This is an optimization exercise on Yosys and OpenROAD, whose aim is small area, not a production implementation. The RTL was checked by simulation tests, not by an equivalence proof against the original design. Power is estimated from default activity; no workload was simulated.

==> flow/design.v <==
package mmq_pkg;
	localparam int DEFAULT_WINDOW_DEPTH = 64;
	localparam int DEFAULT_VALUE_WIDTH  = 16;
endpackage
module mmq_cell #(
	parameter int W = 16
) (
	input  logic         hold,
	input  logic         pop,
	input  logic         ld,
	input  logic [W-1:0] cur,
	input  logic [W-1:0] nxt,
	input  logic [W-1:0] x,
	output logic [W-1:0] d
);
	assign d = ~(({W{hold}} & cur) | ({W{pop}} & nxt) | ({W{ld}} & x));
endmodule
module mmq_ctl (
	input  logic push,
	input  logic pop,
	input  logic phase,
	input  logic c,
	input  logic tail,
	output logic ld,
	output logic hold
);
	assign ld   = push & ((c ^ ~phase) | tail);
	assign hold = ~(ld | pop);
endmodule
module mmq_cmp #(
	parameter int W = 16
) (
	input  logic [W-1:0] q,
	input  logic [W-1:0] z,
	input  logic         phase,
	output logic         c
);
	logic [W-1:0] s;
	logic [W:0]   cy;
	assign s     = {~q[W-1], q[W-2:0]};
	assign cy[0] = phase;
	for (genvar j = 0; j < W; j++) begin : g_bit
		assign cy[j+1] = (s[j] & z[j]) | ((s[j] | z[j]) & cy[j]);
	end
	assign c = cy[W];
endmodule
module mmq_cmp_fast #(
	parameter int W = 16
) (
	input  logic [W-1:0] q,
	input  logic [W-1:0] z,
	input  logic         phase,
	output logic         c
);
	logic [W-1:0] s;
	logic [W-1:0] g [5];
	logic [W-1:0] p [5];
	assign s    = {~q[W-1], q[W-2:0]};
	assign g[0] = s & z;
	assign p[0] = s | z;
	for (genvar l = 0; l < 4; l++) begin : g_lvl
		for (genvar j = 0; j < W; j++) begin : g_bit
			if (j >= (1 << l)) begin : g_comb
				assign g[l+1][j] = g[l][j] | (p[l][j] & g[l][j-(1<<l)]);
				assign p[l+1][j] = p[l][j] & p[l][j-(1<<l)];
			end else begin : g_pass
				assign g[l+1][j] = g[l][j];
				assign p[l+1][j] = p[l][j];
			end
		end
	end
	assign c = g[4][W-1] | (p[4][W-1] & phase);
endmodule
module monotonic_max_queue (
	input  logic        clk,
	input  logic        arst_n,
	input  logic        s_tvalid,
	output logic        s_tready,
	input  logic [15:0] s_tdata,
	input  logic [0:0]  s_tuser,
	output logic        m_tvalid,
	input  logic        m_tready,
	output logic [31:0] m_tdata
);
	localparam int N = 64;
	localparam int W = 16;
	logic         out_valid_q;
	logic [6:0]   count_q;      
	logic [1:0]   err_q;
	logic         pend_push_q;  
	logic         pend_pop_q;   
	logic [W-1:0] pend_xp_q;    
	logic [W-1:0] smax_q [N];
	logic [W-1:0] smax_d [N];
	logic         fire;
	logic         is_push;
	logic         full;
	logic         empty;
	logic         push_ok;
	logic         pop_ok;
	logic         phase_q;      
	logic [W-1:0] pend_z;       
	assign s_tready = !out_valid_q || m_tready;
	assign fire     = s_tvalid && s_tready;
	assign is_push  = !s_tuser[0];
	assign full     = count_q[6];
	assign empty    = (count_q == 7'd0);
	assign push_ok  = fire && is_push && !full;
	assign pop_ok   = fire && !is_push && !empty;
	always_ff @(posedge clk or negedge arst_n) begin
		if (!arst_n) begin
			out_valid_q <= 1'b0;
			count_q     <= 7'd0;
			pend_push_q <= 1'b0;
			pend_pop_q  <= 1'b0;
			phase_q     <= 1'b0;
		end else begin
			phase_q     <= !phase_q;
			out_valid_q <= fire || (out_valid_q && !m_tready);
			pend_push_q <= push_ok;
			pend_pop_q  <= pop_ok;
			if (push_ok)
				count_q <= count_q + 7'd1;
			else if (pop_ok)
				count_q <= count_q - 7'd1;
		end
	end
	always_ff @(posedge clk) begin
		pend_xp_q <= s_tdata ^ {W{!phase_q}};
		if (s_tready) begin
			err_q[1] <= is_push && full;
			err_q[0] <= !is_push && empty;
		end
	end
	assign pend_z  = {pend_xp_q[W-1], ~pend_xp_q[W-2:0]};
	for (genvar i = 0; i < N; i++) begin : g_ent
		logic         c;
		logic         ld;
		logic         hold;
		logic [W-1:0] nxt;
		if (i == N - 1) begin : g_last
			assign nxt = '0;
		end else begin : g_link
			assign nxt = smax_q[i+1];
		end
		if (i == 0) begin : g_front
			mmq_cmp_fast #(.W(W)) u_cmp (
				.q    (smax_q[i]),
				.z    (pend_z),
				.phase(phase_q),
				.c    (c)
			);
		end else begin : g_rest
			mmq_cmp #(.W(W)) u_cmp (
				.q    (smax_q[i]),
				.z    (pend_z),
				.phase(phase_q),
				.c    (c)
			);
		end
		mmq_ctl u_ctl (
			.push (pend_push_q),
			.pop  (pend_pop_q),
			.phase(phase_q),
			.c    (c),
			.tail (count_q == 7'(i + 1)),
			.ld   (ld),
			.hold (hold)
		);
		mmq_cell #(.W(W)) u_cell (
			.hold (hold),
			.pop  (pend_pop_q),
			.ld   (ld),
			.cur  (smax_q[i]),
			.nxt  (nxt),
			.x    (pend_xp_q),
			.d    (smax_d[i])
		);
		always_ff @(posedge clk) begin
			smax_q[i] <= smax_d[i];
		end
	end
	assign m_tvalid = out_valid_q;
	always_comb begin
		m_tdata        = '0;
		m_tdata[15:0]  = empty ? '0 : (smax_d[0] ^ {W{!phase_q}});
		m_tdata[16]    = empty;
		m_tdata[23:17] = count_q;
		m_tdata[25:24] = err_q;
	end
endmodule
==> flow/flow/run.sh <==
#!/bin/bash
# Own layout flow: the standard layout (standard.sh), run with a copy of the
# ORFS scripts whose ABC area script maps the logic for least area. Everything
# else (floorplan, placement, CTS, routing, finish) is the standard flow.
set -euo pipefail
W=$PWD
rm -rf "$W/scripts"
cp -r "$FLOW_HOME/scripts" "$W/scripts"
cp "$W/flow/abc_area.script" "$W/scripts/abc_area.script"
bash "$W/standard.sh" SCRIPTS_DIR="$W/scripts" ABC_AREA=1 finish > "$W/flow.log" 2>&1
==> flow/flow/abc_area.script <==
strash
dch
map -a
&get -n
&st
&dch
&nf -R 1000
&put
topo
stime -c
==> flow/standard.sh <==
#!/bin/bash
# synth_recipe.tcl (not shown) runs the flow's synth.tcl, then flattens the netlist and writes it again
# the make line also repeats each setting of config.mk as NAME=value (left out here)
make -C /OpenROAD-flow-scripts/flow DESIGN_CONFIG=/design/flow/config.mk WORK_HOME=/design/flow/orfs CLKGATE_MAP_FILE= SYNTH_SCRIPT=/design/flow/synth_recipe.tcl "${@:-finish}"
==> flow/config.mk <==
export PLATFORM = sky130hd
export DESIGN_NAME = monotonic_max_queue
export DESIGN_NICKNAME = monotonic_max_queue
export VERILOG_FILES = /design/flow/design.v
export SDC_FILE = /design/flow/constraint.sdc
export NUM_CORES = 4
export LEC_CHECK = 0
export CAP_MARGIN = 20
export CORE_MARGIN = 2
export CORE_UTILIZATION = 40
export CTS_CLUSTER_DIAMETER = 80
export CTS_CLUSTER_SIZE = 20
export SETUP_SLACK_MARGIN = 0.1
export SLEW_MARGIN = 20
export SYNTH_HIERARCHICAL = 1
export SYNTH_MINIMUM_KEEP_SIZE = 0
==> flow/constraint.sdc <==
create_clock -name core_clock -period 6.0 [get_ports {clk}]
set_input_delay 1.2000 -clock core_clock [delete_from_list [all_inputs] [get_ports {clk}]]
set_output_delay 1.2000 -clock core_clock [all_outputs]
set_load 0.01 [all_outputs]
==> results.json, run 1 <==
{
  "root_buffer": "clkbuf_16",
  "clkLatencyLatePin_ps": 720,
  "tightest_slew_ps": 1180,
  "fin_skew_ps": 44.6,
  "synthArstFlopShare": 0.0104,
  "synth_enable_flop_cells": 2,
  "cts_buffers": 60,
  "startpoint": "pend_xp_q[10]",
  "status": "no timing/DRC/antenna violations",
  "fin_crit_ps": 5650,
  "drive_gt1_frac": 0.0628,
  "crit_end": "m_tdata[6]",
  "grt_pass1_vias": 41316,
  "r2r_end": "smax_q[2][1]",
  "yosysTopAreaCell": "dfxtp_1",
  "firstDrtPassIters": 15,
  "cp_common_cell": "nor2_1",
  "nets": 4588,
  "p_leak_uw": 0.0164,
  "gp_congestion": 0.830,
  "hold_path_class": "reg -> reg",
  "die_h_um": 336,
  "cts_buffer_depth": 3,
  "setup_viol": 0,
  "worstReg2RegStart": "phase_q",
  "maxSlewViolCount": 0,
  "grt_usage": 0.294,
  "grt_pass1_wl_um": 261000,
  "required_ps": 4800,
  "clk_pin_slew_ps": 100,
  "die_w_um": 336,
  "netlist_area_um2": 44100,
  "hpwl_um": 104000,
  "wl_per_cell_um": 29.0,
  "worst-path-buf-inv": 3,
  "syn_avg_cell_area_um2": 10.3,
  "std_cell_rows": 121,
  "dieArea_um2": 113000,
  "critPathTopFamily": "compound AO/OA/AOI/OAI gates",
  "final_cell_count_no_fill": 6062,
  "cts-htree-levels": 2,
  "reg2regPathDepth": 21,
  "yosysSeqAreaShare": 0.479,
  "max_freq_ghz": 0.177,
  "cp-start-kind": "flop",
  "routed_wl_um": 176000,
  "dp.cells": 5968,
  "overflow": 0,
  "fin_tns_setup_ps": 0,
  "synth_top_cell_area_share": 0.472,
  "p_total_uw": 28700,
  "path_cells": "inv_6 -> o22ai_1 -> nor2_1 -> o211ai_1 -> o41ai_1 -> a211o_1 -> a21oi_1 -> o21ai_0 -> and2_0 -> buf_6 -> nor2_2 -> a222oi_1 -> xor2_1 -> nor2_1 -> clkdlybuf4s50_1",
  "antenna_found_initial": 12,
  "cp.depth": 15,
  "via_per_inst": 7.48,
  "areaGrowthSynthToFinish_pct": 12.8,
  "ff2ff_setup_slack_ps": 920,
  "arrival_ps": 4450,
  "initial_core_util": 0.404,
  "syn_inst": 4269,
  "critPathKind": "reg -> out",
  "drtIter0Drc": 9338,
  "ys_warn_count": 13,
  "slowest_delay_ps": 590,
  "seqCellArea_um2": 21200,
  "grt_start_max_net_pins": 192,
  "clkSinkCount": 1053,
  "cp-end-kind": "output port",
  "p_per_area_nw_per_um2": 577,
  "max_slew_margin": 0.213,
  "port_buffers": 48,
  "fillers": 10377,
  "boundaryPins": 55,
  "cts_tree": "built",
  "max-cap-violations": 0,
  "yosysUniqueCellTypes": 38,
  "core-area_um2": 109000,
  "synth-seq-cells": 1053,
  "slowest_stage": "a222oi_1",
  "rsz0062_at_grt": "no",
  "crit_fanout": 21,
  "period_share": 0.942,
  "synth-main-ff-cell": "dfxtp_1",
  "hold_violations": 0,
  "num_vias": 45373,
  "ant_nets": 0,
  "multi_input_area_um2": 22700,
  "irDropWorstVdd_mv": 0.299,
  "yosys-top-cells-area": "dfxtp_1 (47%), a222oi_1 (23%), o22ai_1 (4.5%)",
  "drcViolationCount": 0
}
==> where the power goes <==
part	total (uW)	leakage, uW	switching [uW]	internal [uW]
combinational	9080	0.00668	4000	5080
clock	4410	0.000838	2470	1940
sequential	15200	0.00893	4450	10800
total	28700	0.0164	10900	17800
==> how the worst min path moves through the flow <==
stage              startpoint        endpoint  slack, ps  cells past startpoint
2_1_floorplan   smax_q[11][0]   smax_q[10][0]        460                      1
4_1_cts        smax_q[58][14]  smax_q[57][14]        470                      1
6_report        smax_q[50][0]   smax_q[49][0]        480                      1
5_1_grt         smax_q[12][0]   smax_q[11][0]        510                      1
3_3_place_gp    smax_q[52][0]   smax_q[51][0]        480                      1
3_5_place_dp   smax_q[52][14]  smax_q[51][14]        480                      1
==> logic make-up after synthesis <==
family          Yosys count  share of synthesized area
xor+xnor                 37                    0.00734
simple gates            577                     0.0539
buf+inv                  90                    0.00833
fa+ha+maj                68                     0.0157
compound gates         2443                      0.435
other cells               1                  0.0000849
flops                  1053                      0.479
==> modules after synthesis (local to each module, per instance), excerpt <==
module / flops+latches / cell area [um^2] / cells / times used
mmq_ctl: 0 / 20.0 / 4 / 64
monotonic_max_queue: 1053 / 22200 / 1254 / 1
==> cells in the mapped netlist, drive strengths merged (3+ instances only) <==
master / number
dfxtp: 1040
a222oi: 1024
nor2: 409
a21oi: 381
o22ai: 320
o21ai: 259
a22oi: 195
a221oi: 126
nand2: 83
clkinv: 82
and2: 66
o221ai: 64
o2bb2ai: 64
maj3: 63
xnor2: 19
xor2: 18
dfrtp: 11
buf: 8
ha: 5
a31oi: 3
nand2b: 3
nor2b: 3
nor3: 3
==> area by class of cell <==
type	instances	share of cell area
Clock inverter	6	0.00123
Timing Repair Buffer	217	0.0381
Clock buffer	78	0.0334
Multi-Input combinational cell	3148	0.457
Antenna cell	2	0.000101
Inverter	82	0.00701
Sequential cell	1053	0.426
Tap cell	1476	0.0371
==> worst reg2reg max path, stage by stage, from the launching register on <==
cell and delay, ps:
dfrtp_4 700, buf_4 560, maj3_1 310, a21oi_1 40
o21ai_0 220, o221ai_1 170, a21oi_1 200, a221oi_1 70
nor2_1 140, a21oi_1 60, o21ai_0 160, o21ai_0 120
a21oi_1 150, a221oi_1 70, nor2_1 170, a21oi_1 60
o2bb2ai_1 200, o21ai_0 110, and2_0 150, buf_4 190
nor2_1 790, a222oi_1 260
==> cells in the final DEF (no fill, tap or decap), types with 64 or more instances in the layout <==
| master | count |
|---|---|
| a222oi_1 | 1024 |
| dfxtp_1 | 1024 |
| nor2_1 | 397 |
| a21oi_1 | 381 |
| o22ai_1 | 320 |
| o21ai_0 | 259 |
| a22oi_1 | 195 |
| buf_4 | 156 |
| a221oi_1 | 126 |
| nand2_1 | 83 |
| clkinv_1 | 67 |
| and2_0 | 66 |
| o221ai_1 | 64 |
| o2bb2ai_1 | 64 |
==> state kept, by name (all words and copies together), names as in the netlist <==
name         count
out_valid_q      1
pend_push_q      1
phase_q          1
pend_xp_q       16
pend_pop_q       1
err_q            2
count_q          7
smax_q        1024
==> per-stage QoR <==
step / hold slack [ps] / setup WS (ps) / instance area [um^2] / utilization
after global routing: 505 / 74.3 / 49800 / 0.456
after CTS: 473 / 210 / 49700 / 0.455
after global placement: 480 / 276 / 48000 / 0.439
after detailed placement: 483 / 405 / 48000 / 0.439
final: 484 / 346 / 49800 / 0.456
after floorplan: 461 / -3160 / 44200 / -
==> repair_timing <==
item / 4_1_cts / 5_1_grt
pin swaps: 0 / 2
gates resized for setup: 2 / 3
buffers inserted: 0 / 3
cloned: 0 / 1
setup endpoints to repair: 16 / 16
hold buffers: 0 / 0
==> per-layer routing <==
metal / part of all wire / wire length, um / global-route usage / up-vias
met2: 0.45 / 79100 / 0.468 / 2413
li1: - / - / - / 20115
met3: 0.10 / 17700 / 0.0533 / 367
met4: 0.037 / 6600 / 0.107 / 4
met5: 0.00015 / 27 / 0 / -
met1: 0.41 / 72600 / 0.399 / 22474
==> run 2: changes to the inputs <==
--- a/flow/design.v
+++ b/flow/design.v
@@ -18,7 +18,7 @@
 module mmq_ctl (
-	input  logic push,
 	input  logic pop,
-	input  logic phase,
+	input  logic push_p1,
+	input  logic push_p0,
+	input  logic push_tail,
 	input  logic c,
-	input  logic tail,
 	output logic ld,
@@ -26,3 +26,3 @@
 );
-	assign ld   = push & ((c ^ ~phase) | tail);
+	assign ld   = (push_p1 & c) | (push_p0 & ~c) | push_tail;
 	assign hold = ~(ld | pop);
@@ -102,2 +102,4 @@
 	logic [W-1:0] pend_z;       
+	logic         push_p1;      
+	logic         push_p0;      
 	assign s_tready = !out_valid_q || m_tready;
@@ -135,2 +137,4 @@
 	assign pend_z  = {pend_xp_q[W-1], ~pend_xp_q[W-2:0]};
+	assign push_p1 = pend_push_q && phase_q;
+	assign push_p0 = pend_push_q && !phase_q;
 	for (genvar i = 0; i < N; i++) begin : g_ent
@@ -161,9 +165,9 @@
 		mmq_ctl u_ctl (
-			.push (pend_push_q),
-			.pop  (pend_pop_q),
-			.phase(phase_q),
-			.c    (c),
-			.tail (count_q == 7'(i + 1)),
-			.ld   (ld),
-			.hold (hold)
+			.pop      (pend_pop_q),
+			.push_p1  (push_p1),
+			.push_p0  (push_p0),
+			.push_tail(pend_push_q && (count_q == 7'(i + 1))),
+			.c        (c),
+			.ld       (ld),
+			.hold     (hold)
 		);
==> run 2 against run 1 <==
Net effect: count of clock-buffer cells in the layout shrank 9; utilization down 0.43 points; sequential cell count did not move; clock power is 5% lower; sequential share of layout area is 0.46 points higher; critical path type unchanged; critical endpoint is now m_tdata[13]; largest power group unchanged.
==> results.json, run 2 <==
{
  "fin_crit_ps": 5680,
  "maxSlewViolCount": 0,
  "grt_pass1_vias": 39947,
  "clk_pin_slew_ps": 90,
  "synth-main-ff-cell": "dfxtp_1",
  "nets": 4568,
  "path_cells": "inv_4 -> o221ai_1 -> nor2_1 -> o211ai_1 -> o41ai_1 -> a211o_1 -> a21oi_1 -> o21ai_2 -> nor2_4 -> a222oi_1 -> xor2_1 -> nor2_1 -> clkdlybuf4s50_1",
  "multi_input_area_um2": 22400,
  "largest_register_ff_count": 1024,
  "yosys-top-cells-count": "dfxtp_1 (1040), a222oi_1 (1024), nor2_1 (411)",
  "die_w_um": 336,
  "irDropWorstVdd_mv": 0.283,
  "hold_path_class": "reg -> reg",
  "reg2regPathDepth": 20,
  "hpwl_um": 88400,
  "rsz0062_at_grt": "no",
  "dieArea_um2": 113000,
  "std_cell_rows": 121,
  "grt_start_max_net_pins": 226,
  "routed_wl_um": 145000,
  "hold-worst-slack_ps": 493,
  "cp_common_cell": "nor2_1",
  "wl_per_cell_um": 24.3,
  "arrival_ps": 4480,
  "ff2ff_setup_slack_ps": 1270,
  "crit_fanout": 32,
  "utilization": 0.452,
  "cp-start-kind": "flop",
  "tightest_slew_ps": 1150,
  "ys_warn_count": 13,
  "clkLatencyLatePin_ps": 680,
  "antenna_found_initial": 4,
  "via_per_inst": 7.30,
  "num_vias": 43579,
  "synth-seq-cells": 1053,
  "grt_usage": 0.244,
  "max_freq_ghz": 0.176,
  "drcViolationCount": 0,
  "fin_skew_ps": 21.0,
  "status": "no timing/DRC/antenna violations",
  "port_buffers": 48,
  "gp_congestion": 0.834,
  "drive_gt1_frac": 0.0584,
  "synth_enable_flop_cells": 2,
  "max_slew_margin": 0.231,
  "seqCellArea_um2": 21200,
  "root_buffer": "clkbuf_16",
  "slowest_stage": "a222oi_1",
  "largestRegisters": "smax_q x1024, pend_xp_q x16, count_q x7",
  "synth_most_common_cell": "dfxtp_1",
  "hold_buffers": 0,
  "required_ps": 4800,
  "slowest_delay_ps": 610,
  "syn_avg_cell_area_um2": 10.3,
  "cts_buffer_depth": 3,
  "die_h_um": 336,
  "cp-end-kind": "output port",
  "hold_start": "smax_q[12][15]",
  "firstDrtPassIters": 14,
  "largest-register": "smax_q",
  "max-cap-violations": 0,
  "final_cell_count_no_fill": 5970,
  "drtIter0Drc": 8236,
  "core-area_um2": 109000,
  "most-common-layout-cells": "a222oi_1 (1024), dfxtp_1 (1024), nor2_1 (392), a21oi_1 (383), o22ai_1 (320)",
  "worstReg2RegStart": "pend_xp_q[1]",
  "syn_inst": 4279,
  "cts_tree": "built",
  "ant_nets": 0,
  "grt_pass1_wl_um": 229000,
  "cts_buffers": 59,
  "synthArstFlopShare": 0.0104,
  "boundaryPins": 55,
  "fillers": 10508,
  "period_share": 0.947,
  "yosysUniqueCellTypes": 36,
  "p_per_area_nw_per_um2": 559,
  "yosys-top-cells-area": "dfxtp_1 (47%), a222oi_1 (23%), o22ai_1 (4.5%)",
  "min_to": "smax_q[11][15]",
  "dp.cells": 5890,
  "cts-htree-levels": 2,
  "critPathKind": "reg -> out",
  "areaGrowthSynthToFinish_pct": 11.8,
  "hold_violations": 0,
  "clkSinkCount": 1053,
  "setup_viol": 0,
  "yosysTopAreaCell": "dfxtp_1",
  "p_leak_uw": 0.0161,
  "synth_top_cell_area_share": 0.473,
  "hold_path_depth": 1,
  "netlist_area_um2": 44000,
  "n_antenna_cell": 0,
  "overflow": 0,
  "critPathTopFamily": "compound AO/OA/AOI/OAI gates",
  "r2r_end": "smax_q[27][12]",
  "worst-path-buf-inv": 2,
  "yosysSeqAreaShare": 0.480,
  "initial_core_util": 0.404
}
run 2: worst max-delay path by stage:
stage | start | to | slack [ps] | cells after the start
2_1_floorplan | pend_pop_q | m_tdata[14] | -3160 | 4
3_3_place_gp | pend_xp_q[9] | m_tdata[7] | 430 | 13
3_5_place_dp | pend_xp_q[9] | m_tdata[7] | 780 | 12
4_1_cts | pend_xp_q[9] | m_tdata[7] | 230 | 13
5_1_grt | pend_xp_q[14] | m_tdata[14] | 100 | 13
6_report | pend_xp_q[14] | m_tdata[13] | 320 | 13
run 2: area by class of cell:
cell class	count	area share
inverters	146	0.0119
clock buffers	69	0.0320
repair buffers	189	0.0333
flip-flops and latches	1053	0.431
well taps	1414	0.0359
multi-input cells	3093	0.455
clock inverters	6	0.000686
run 2: logic make-up (layout without fill, tap and decap cells):
group	Yosys count	after routing	share of synthesized area
xor gates and xnor gates	37	37	0.00736
and+or+nand+nor	521	521	0.0460
adders and majority gates	68	68	0.0157
other	1	22	0.0000852
DFF	1053	1053	0.480
AOI/OAI and AO/OA	2445	2445	0.437
buffers and inverters	154	410	0.0138
run 2: what timing repair did:
| item | in CTS | in global routing |
|---|---|---|
| setup endpoints to repair | 12 | 16 |
| gates cloned | 0 | 0 |
| setup buffers | 0 | 2 |
| pin swaps | 0 | 4 |
| resized for setup | 1 | 2 |
run 2: Yosys stat by module (local to each module, per instance), excerpt:
module / cell area (um^2) / flip-flops and latches
monotonic_max_queue: 22300 / 1053
mmq_ctl: 17.5 / 0
run 2: metrics by stage:
stage	power, uW	setup TNS, ps	instance area, um^2	setup slack (ps)
floorplan	20700	-1739640	44100	-3160
global route	29400	0	49300	105
CTS	27400	0	49200	226
finish	27500	0	49300	315
global placement	23000	0	47500	432
detailed placement	23200	0	47600	779
run 2: routing by layer:
| metal | part of all wire | track usage | wire length (um) | up-vias |
|---|---|---|---|---|
| met5 | 0.00023 | 0 | 33 | - |
| met4 | 0.025 | 0.0638 | 3670 | 6 |
| met3 | 0.076 | 0.0315 | 11000 | 219 |
| met2 | 0.44 | 0.378 | 63700 | 1681 |
| met1 | 0.46 | 0.356 | 66700 | 21616 |
| li1 | - | - | - | 20057 |
run 2: report_power, final:
part	internal (uW)	switching, uW
logic	4930	3650
registers	10800	3930
clock network	1850	2370
total	17600	9950
==> run 3: changes to the inputs <==
--- a/flow/design.v
+++ b/flow/design.v
@@ -37,8 +37,6 @@
 );
-	logic [W-1:0] s;
-	logic [W:0]   cy;
-	assign s     = {~q[W-1], q[W-2:0]};
+	logic [W:0] cy;
 	assign cy[0] = phase;
 	for (genvar j = 0; j < W; j++) begin : g_bit
-		assign cy[j+1] = (s[j] & z[j]) | ((s[j] | z[j]) & cy[j]);
+		assign cy[j+1] = (q[j] & z[j]) | ((q[j] | z[j]) & cy[j]);
 	end
@@ -54,8 +52,6 @@
 );
-	logic [W-1:0] s;
 	logic [W-1:0] g [5];
 	logic [W-1:0] p [5];
-	assign s    = {~q[W-1], q[W-2:0]};
-	assign g[0] = s & z;
-	assign p[0] = s | z;
+	assign g[0] = q & z;
+	assign p[0] = q | z;
 	for (genvar l = 0; l < 4; l++) begin : g_lvl
@@ -130,3 +126,3 @@
 	always_ff @(posedge clk) begin
-		pend_xp_q <= s_tdata ^ {W{!phase_q}};
+		pend_xp_q <= {~s_tdata[W-1], s_tdata[W-2:0]} ^ {W{!phase_q}};
 		if (s_tready) begin
@@ -136,3 +132,3 @@
 	end
-	assign pend_z  = {pend_xp_q[W-1], ~pend_xp_q[W-2:0]};
+	assign pend_z  = ~pend_xp_q;
 	assign push_p1 = pend_push_q && phase_q;
@@ -145,3 +141,3 @@
 		if (i == N - 1) begin : g_last
-			assign nxt = '0;
+			assign nxt = smax_q[i];
 		end else begin : g_link
@@ -189,3 +185,3 @@
 		m_tdata        = '0;
-		m_tdata[15:0]  = empty ? '0 : (smax_d[0] ^ {W{!phase_q}});
+		m_tdata[15:0]  = empty ? '0 : (smax_d[0] ^ {phase_q, {(W-1){!phase_q}}});
 		m_tdata[16]    = empty;
==> run 3 against run 2 <==
Net effect: critical path type unchanged; sequential cell count did not move; utilization is 0.14 points lower; count of clock-buffer cells in the layout rose by 2; largest cell class unchanged; clock skew grew 1.2 ps; critical endpoint is now m_tdata[14]; highest routed layer unchanged; still clean on timing, DRC and antenna; setup slack better by 150 ps; routed wire length increased by 1.4%; total power increased by 0.22%.
==> results.json, run 3 <==
{
  "dpl-instance-area_um2": 47200,
  "nets": 4556,
  "worst-path-buf-inv": 3,
  "cts_resized": 0,
  "rsz0062_at_grt": "no",
  "netlist_area_um2": 43800,
  "via_per_inst": 7.35,
  "hold_buffers": 0,
  "hold_path_class": "reg -> reg",
  "yosysTopAreaCell": "dfxtp_1",
  "clkLatencyLatePin_ps": 700,
  "largestRegisters": "smax_q x1024, pend_xp_q x16, count_q x7",
  "synth-main-ff-cell": "dfxtp_1",
  "boundaryPins": 55,
  "slowest_delay_ps": 550,
  "dieArea_um2": 112000,
  "max_freq_ghz": 0.181,
  "hpwl_um": 87000,
  "synth_most_common_cell": "dfxtp_1",
  "port_buffers": 48,
  "max-cap-violations": 0,
  "ant_nets": 0,
  "drcViolationCount": 0,
  "setup_viol": 0,
  "hold-worst-slack_ps": 493,
  "required_ps": 4800,
  "std_cell_rows": 121,
  "p_leak_uw": 0.0161,
  "max_slew_margin": 0.217,
  "die_h_um": 335,
  "fin_skew_ps": 22.2,
  "hold_path_depth": 1,
  "critPathTopFamily": "compound AO/OA/AOI/OAI gates",
  "yosys-top-cells-area": "dfxtp_1 (48%), a222oi_1 (23%), o22ai_1 (4.6%)",
  "routed_wl_um": 147000,
  "synthArstFlopShare": 0.0104,
  "crit_fanout": 17,
  "tightest_slew_ps": 1170,
  "core-area_um2": 109000,
  "fillers": 10447,
  "path_cells": "inv_4 -> nor2_1 -> nor2_1 -> o2111ai_1 -> o21ai_0 -> a21oi_1 -> o21ai_0 -> a21oi_1 -> o21ai_0 -> buf_4 -> nor2_2 -> a222oi_1 -> xor2_1 -> nor2_1 -> clkdlybuf4s50_1",
  "grt_start_max_net_pins": 222,
  "synth_xor_area_frac": 0.00740,
  "synth_mux_area_frac": 0,
  "synthAdderAreaFrac": 0.0158,
  "die_w_um": 335,
  "firstDrtPassIters": 13,
  "yosys-top-cells-count": "dfxtp_1 (1040), a222oi_1 (1024), nor2_1 (412)",
  "most-common-layout-cells": "a222oi_1 (1024), dfxtp_1 (1024), nor2_1 (399), a21oi_1 (384), o22ai_1 (319)",
  "synth_top_family_by_area": "compound AO/OA/AOI/OAI gates",
  "period_share": 0.923,
  "yosysUniqueCellTypes": 39,
  "cts_buffer_depth": 3,
  "gp_congestion": 0.825,
  "arrival_ps": 4340,
  "grt_pass1_wl_um": 232000,
  "areaGrowthSynthToFinish_pct": 11.8,
  "cts_buffers": 60,
  "syn_inst": 4279,
  "cp-start-kind": "flop",
  "postCtsSetupRepairBufs": 0,
  "drtIter0Drc": 7782,
  "p_per_area_nw_per_um2": 563,
  "grt_usage": 0.249,
  "root_buffer": "clkbuf_16",
  "initial_core_util": 0.403,
  "synth-seq-cells": 1053,
  "cts-htree-levels": 2,
  "overflow": 0,
  "syn_avg_cell_area_um2": 10.2,
  "synth_enable_flop_cells": 2,
  "wl_per_cell_um": 24.7,
  "hold_violations": 0,
  "yosysSeqAreaShare": 0.483,
  "num_vias": 43831,
  "reg2regPathDepth": 19,
  "antenna_found_initial": 4,
  "largest-register": "smax_q",
  "synth_top_cell_area_share": 0.475,
  "cp.depth": 15,
  "cts_tree": "built",
  "stdcell_area_um2": 49000,
  "clk_pin_slew_ps": 90,
  "slowest_stage": "dfxtp_4",
  "irDropWorstVdd_mv": 0.262,
  "grt_pass1_vias": 40110,
  "cp-end-kind": "output port",
  "largest_register_ff_count": 1024,
  "yosys.area_share.simple": 0.0516,
  "clkSinkCount": 1053,
  "ys_warn_count": 13,
  "drive_gt1_frac": 0.0579,
  "maxSlewViolCount": 0,
  "status": "no timing/DRC/antenna violations",
  "critPathKind": "reg -> out",
  "synth_compound_area_frac": 0.434,
  "fin_crit_ps": 5540
}
[run 3: path summary, 6_finish.rpt]
kind                       slack [ps]      startpoint              to
hold reg to reg                   490  smax_q[46][14]  smax_q[45][14]
min in group asynchronous         840          arst_n     out_valid_q
hold / removal                    490  smax_q[46][14]  smax_q[45][14]
setup / recovery                  460    pend_xp_q[3]     m_tdata[14]
max in group asynchronous        4740          arst_n      pend_pop_q
setup reg to reg                 1020    pend_xp_q[2]   smax_q[31][1]
[run 3: final cells by class]
type / instances / area [um^2] / area share
Clock inverter: 7 / 77.6 / 0.00158
Multi-Input combinational cell: 3140 / 22300 / 0.456
Clock buffer: 71 / 1600 / 0.0326
Sequential cell: 1053 / 21200 / 0.433
Inverter: 83 / 350 / 0.00715
Timing Repair Buffer: 192 / 1610 / 0.0329
Antenna cell: 1 / 2.50 / 0.0000511
Tap cell: 1414 / 1770 / 0.0361
[run 3: per-stage QoR]
step	power (uW)	cells	setup TNS, ps	setup slack (ps)	utilization
6_report	27600	5961	0	463	0.450
2_1_floorplan	20600	4284	-1739640	-3160	-
5_1_grt	29500	5960	0	157	0.450
3_3_place_gp	23000	5878	0	960	0.434
4_1_cts	27500	5956	0	153	0.450
3_5_place_dp	23200	5878	0	953	0.435
[run 3: layer usage]
metal	up-vias	track usage	share of wire
li1	20002	-	-
met1	21747	0.362	0.45
met2	1844	0.380	0.44
met3	222	0.0446	0.088
met4	16	0.0602	0.023
met5	-	0.00391	0.00099
[run 3: cell families (layout without fill, tap and decap cells)]
family,after synthesis,count (layout)
AOI/OAI and AO/OA,2446,2446
xor gates and xnor gates,37,37
adders and majority gates,68,68
buffers and inverters,91,353
DFF,1053,1053
other,1,7
and+or+nand+nor,583,583
[run 3: modules after synthesis (local to each module, per instance), excerpt]
| module | flip-flops and latches | copies in the design | cells inside | cell area [um^2] |
|---|---|---|---|---|
| mmq_ctl | 0 | 64 | 4 | 17.5 |
| monotonic_max_queue | 1053 | 1 | 1263 | 22300 |
[run 3: report_power, final]
group / switching, uW / total (uW) / internal (uW)
clock network: 2420 / 4330 / 1920
logic: 3540 / 8410 / 4870
registers: 4030 / 14800 / 10800

-- separate check: timing with driven ports --
The flow's constraints put no driver on any port. The routed layouts listed below were extracted and timed again, unchanged, in two steps. Step 1 (the two cells are an assumption about what drives the block):
set clk [get_ports {clk}]
set_driving_cell -lib_cell sky130_fd_sc_hd__clkbuf_16 $clk
set_driving_cell -lib_cell sky130_fd_sc_hd__buf_2 [delete_from_list [all_inputs] $clk]
Step 2 also shifts input and output timing later by t, the mid clock arrival at the registers, as if the neighbouring blocks saw the same clock. a / b / c = ideal ports / drivers / drivers and shift; a / b = the first two.
| run | t (ns) | setup slack, ns | pins driven straight from the clock port |
|---|---|---|---|
| run 1 | 0.772 | 0.346 / 0.275 / 0.916 | 1 |
| run 2 | 0.744 | 0.315 / 0.241 / 0.984 | 1 |
| run 3 | 0.756 | 0.463 / 0.393 / 1.023 | 1 |
After both steps setup and hold are still met in every run listed.
